What follows belongs to an exercise in optimizing a design on an open flow for a short achievable clock period and few clock cycles; a production flow would make more cautious choices. Function was checked by simulation only, so behaviour that the tests miss may differ from the original. Power figures rest on the tool's default switching activity, not on a simulated workload.

==> module operand_fifo, before the edit <==
module operand_fifo (
  input  logic         ap_clk,
  input  logic         ap_rst_n,
  input  logic         word_v,
  input  logic [127:0] word_p,
  input  logic [127:0] word_cy,
  output logic         ofm_valid,
  input  logic         ofm_ready,
  output logic [127:0] ofm_data,
  output logic         out_fire
);
  logic         o_v;
  logic [127:0] o_p, o_c;
  logic         q0_v, q1_v;
  logic [127:0] q0_p, q0_c, q1_p, q1_c;
  logic         o_free;
  assign out_fire = o_v && ofm_ready;
  assign o_free   = !o_v || ofm_ready;
  always_ff @(posedge ap_clk) begin
    if (!ap_rst_n) begin
      o_v  <= 1'b0;
      q0_v <= 1'b0;
      q1_v <= 1'b0;
    end else if (o_free) begin
      if (q0_v) begin
        o_v  <= 1'b1;
        q0_v <= q1_v || word_v;
        q1_v <= q1_v && word_v;
      end else begin
        o_v  <= word_v;
      end
    end else if (word_v) begin
      if (!q0_v) q0_v <= 1'b1;
      else       q1_v <= 1'b1;
    end
  end
  always_ff @(posedge ap_clk) begin
    if (o_free) begin
      o_p <= q0_v ? (q0_p ^ q0_c) : word_p;
      o_c <= q0_v ? 128'd0 : word_cy;
    end
    if (o_free || !q0_v) begin
      q0_p <= q1_v ? (q1_p ^ q1_c) : word_p;
      q0_c <= q1_v ? 128'd0 : word_cy;
    end
    if (word_v && q0_v) begin
      q1_p <= word_p;
      q1_c <= word_cy;
    end
  end
  assign ofm_valid = o_v;
  assign ofm_data  = o_p ^ o_c;
endmodule
export LEC_CHECK = 0
export ABC_CLOCK_PERIOD_IN_PS = 3500
export CAP_MARGIN = 20
export CORE_MARGIN = 2
export CORE_UTILIZATION = 40
export SETUP_SLACK_MARGIN = 5
export SLEW_MARGIN = 20
export TNS_END_PERCENT = 100
create_clock -name core_clock -period 9.0 [get_ports {ap_clk}]
run.sh (not shown) runs the stock make flow with config.mk's settings and CLKGATE_MAP_FILE= SYNTH_SCRIPT=/design/flow/synth_recipe.tcl, a recipe that flattens the netlist after the stock synthesis.
Testbench counts at the start, summed over its fixed seeds: cycles 10,837.
Edit:
--- a/flow/design.v
+++ b/flow/design.v
@@ -803,8 +803,10 @@
 );
   logic         o_v;
-  logic [127:0] o_p, o_c;
+  logic [255:0] o_d;
+  logic [255:0] word;
   logic         q0_v, q1_v;
-  logic [127:0] q0_p, q0_c, q1_p, q1_c;
+  logic [255:0] q0_d, q1_d;
   logic         o_free;
+  assign word     = {word_cy, word_p};
   assign out_fire = o_v && ofm_ready;
   assign o_free   = !o_v || ofm_ready;
@@ -829,18 +831,17 @@
   always_ff @(posedge ap_clk) begin
     if (o_free) begin
-      o_p <= q0_v ? (q0_p ^ q0_c) : word_p;
-      o_c <= q0_v ? 128'd0 : word_cy;
+      o_d <= q0_v ? q0_d : word;
     end
-    if (o_free || !q0_v) begin
-      q0_p <= q1_v ? (q1_p ^ q1_c) : word_p;
-      q0_c <= q1_v ? 128'd0 : word_cy;
+    if (o_free ? (q0_v && !q1_v) : (word_v && !q0_v)) begin
+      q0_d <= word;
+    end else if (o_free && q1_v) begin
+      q0_d <= q1_d;
     end
-    if (word_v && q0_v) begin
-      q1_p <= word_p;
-      q1_c <= word_cy;
+    if (word_v && (o_free ? q1_v : q0_v)) begin
+      q1_d <= word;
     end
   end
   assign ofm_valid = o_v;
-  assign ofm_data  = o_p ^ o_c;
+  assign ofm_data  = o_d[127:0] ^ o_d[255:128];
 endmodule
 `default_nettype wire
Result:
- combinational power shrinks by a little under a tenth
- routed wire length grows slightly
- global-route usage climbs by 0.42 points
- core utilization hardly moves
- power fell by a little under a tenth
- die area decreases slightly
- worst setup slack got worse by 0.015 ns
- via count came out lower slightly
Testbench counts after the change, summed over its fixed seeds: cycles 10,837.

--- another note on this design; it stands on its own ---

## maple
// krnl_acc
module krnl_acc (
  input  logic               ap_clk,
  input  logic               ap_rst_n,
  input  logic               ap_start,
  input  logic [31:0]        cfg,
  output logic               ap_idle,
  output logic               ap_done,
  input  logic               ifm_valid,
  output logic               ifm_ready,
  input  logic [63:0]        ifm_data,
  input  logic               wgt_valid,
  output logic               wgt_ready,
  input  logic [63:0]        wgt_data,
  output logic               ofm_valid,
  input  logic               ofm_ready,
  output logic [127:0]       ofm_data
);
Settings: LEC_CHECK=0, ABC_CLOCK_PERIOD_IN_PS=3500, CAP_MARGIN=20, CORE_MARGIN=2, CORE_UTILIZATION=40, SETUP_SLACK_MARGIN=5, SLEW_MARGIN=20, SYNTH_HIERARCHICAL=1, TNS_END_PERCENT=100; clock period 9.0 ns.
standard.sh (not shown) runs the stock make flow with config.mk's settings and CLKGATE_MAP_FILE= SYNTH_SCRIPT=/design/flow/synth_recipe.tcl, a recipe that flattens the netlist after the stock synthesis.
==> flow/flow/run.sh <==
#!/bin/bash
# The standard layout (standard.sh), with the port buffers and pins chosen:
#  - every port gets a sky130_fd_sc_hd__buf_8 buffer (buffer_ports -buffer_cell)
#    instead of the placer's default pick;
#  - the operand handshake pins (both valids, both readys) are placed as a group,
#    since the readys depend on the valids combinationally.
# Synthesis is standard.sh's own, unchanged. Each step's full output goes to a
# log here; ORFS's own per-step logs stay under orfs/logs/.
set -euo pipefail
bash standard.sh synth > synth.log 2>&1
bash standard.sh \
  "BUFFER_PORTS_ARGS=-buffer_cell sky130_fd_sc_hd__buf_8" \
  "PLACE_PINS_ARGS=-group_pins {ifm_valid wgt_valid ifm_ready wgt_ready}" \
  finish > layout.log 2>&1
Testbench counts of maple, summed over its fixed seeds: cycles 10,837.
The inputs of oak differ from those of maple as listed below.
==> flow/run.sh (new file) <==
#!/bin/bash
# synth_recipe.tcl (not shown) runs the flow's synth.tcl, then flattens the netlist and writes it again
# the make line also repeats each setting of config.mk as NAME=value (left out here)
make -C /OpenROAD-flow-scripts/flow DESIGN_CONFIG=/design/flow/config.mk WORK_HOME=/design/flow/orfs CLKGATE_MAP_FILE= SYNTH_SCRIPT=/design/flow/synth_recipe.tcl finish
removed: flow/flow/run.sh
removed: flow/standard.sh
oak finished all stages; the layout is clean.
Largest net degree at the start of global routing in oak vs maple: up 9
In terms of number of nets in the finished design, maple and oak differ only marginally.
On power per standard cell area, oak and maple are neck and neck.
Going from maple to oak, all-layer global routing usage fell 0.20 points; total power now sits lower; signed area change from the synthesized netlist to the final layout fell by 1.3 points; worst stage delay on the critical path went up 70 ps.

==> port drivers added, routing unchanged <==
How much do the figures lean on ideal ports? The routed layouts below were timed once more, with nothing changed but the port constraints. Step 1 (the two cells are an assumption about what drives the block):
set clk [get_ports {ap_clk}]
set_driving_cell -lib_cell sky130_fd_sc_hd__clkbuf_16 $clk
set_driving_cell -lib_cell sky130_fd_sc_hd__buf_2 [delete_from_list [all_inputs] $clk]
Step 2 also shifts input and output timing later by t, the mid clock arrival at the registers, as if the neighbouring blocks saw the same clock. a / b / c = no drivers / after step 1 / after step 2; a / b = the first two.
| run | t (ns) | setup WS [ns] | pins driven straight from the clock port |
|---|---|---|---|
| the first run of note 1 | 0.849 | 4.981 / 4.966 / 4.191 | 1 |
| the second run of note 1 | 0.869 | 4.966 / 4.962 / 4.179 | 1 |
| maple | 0.870 | 5.003 / 4.964 / 4.406 | 1 |
| oak | 0.880 | 4.945 / 4.908 / 4.123 | 1 |
After both steps setup and hold are still met in every run listed. The setup slack of oak, which loses most, moves by -0.037 ns with the drivers and by -0.822 ns with both steps.
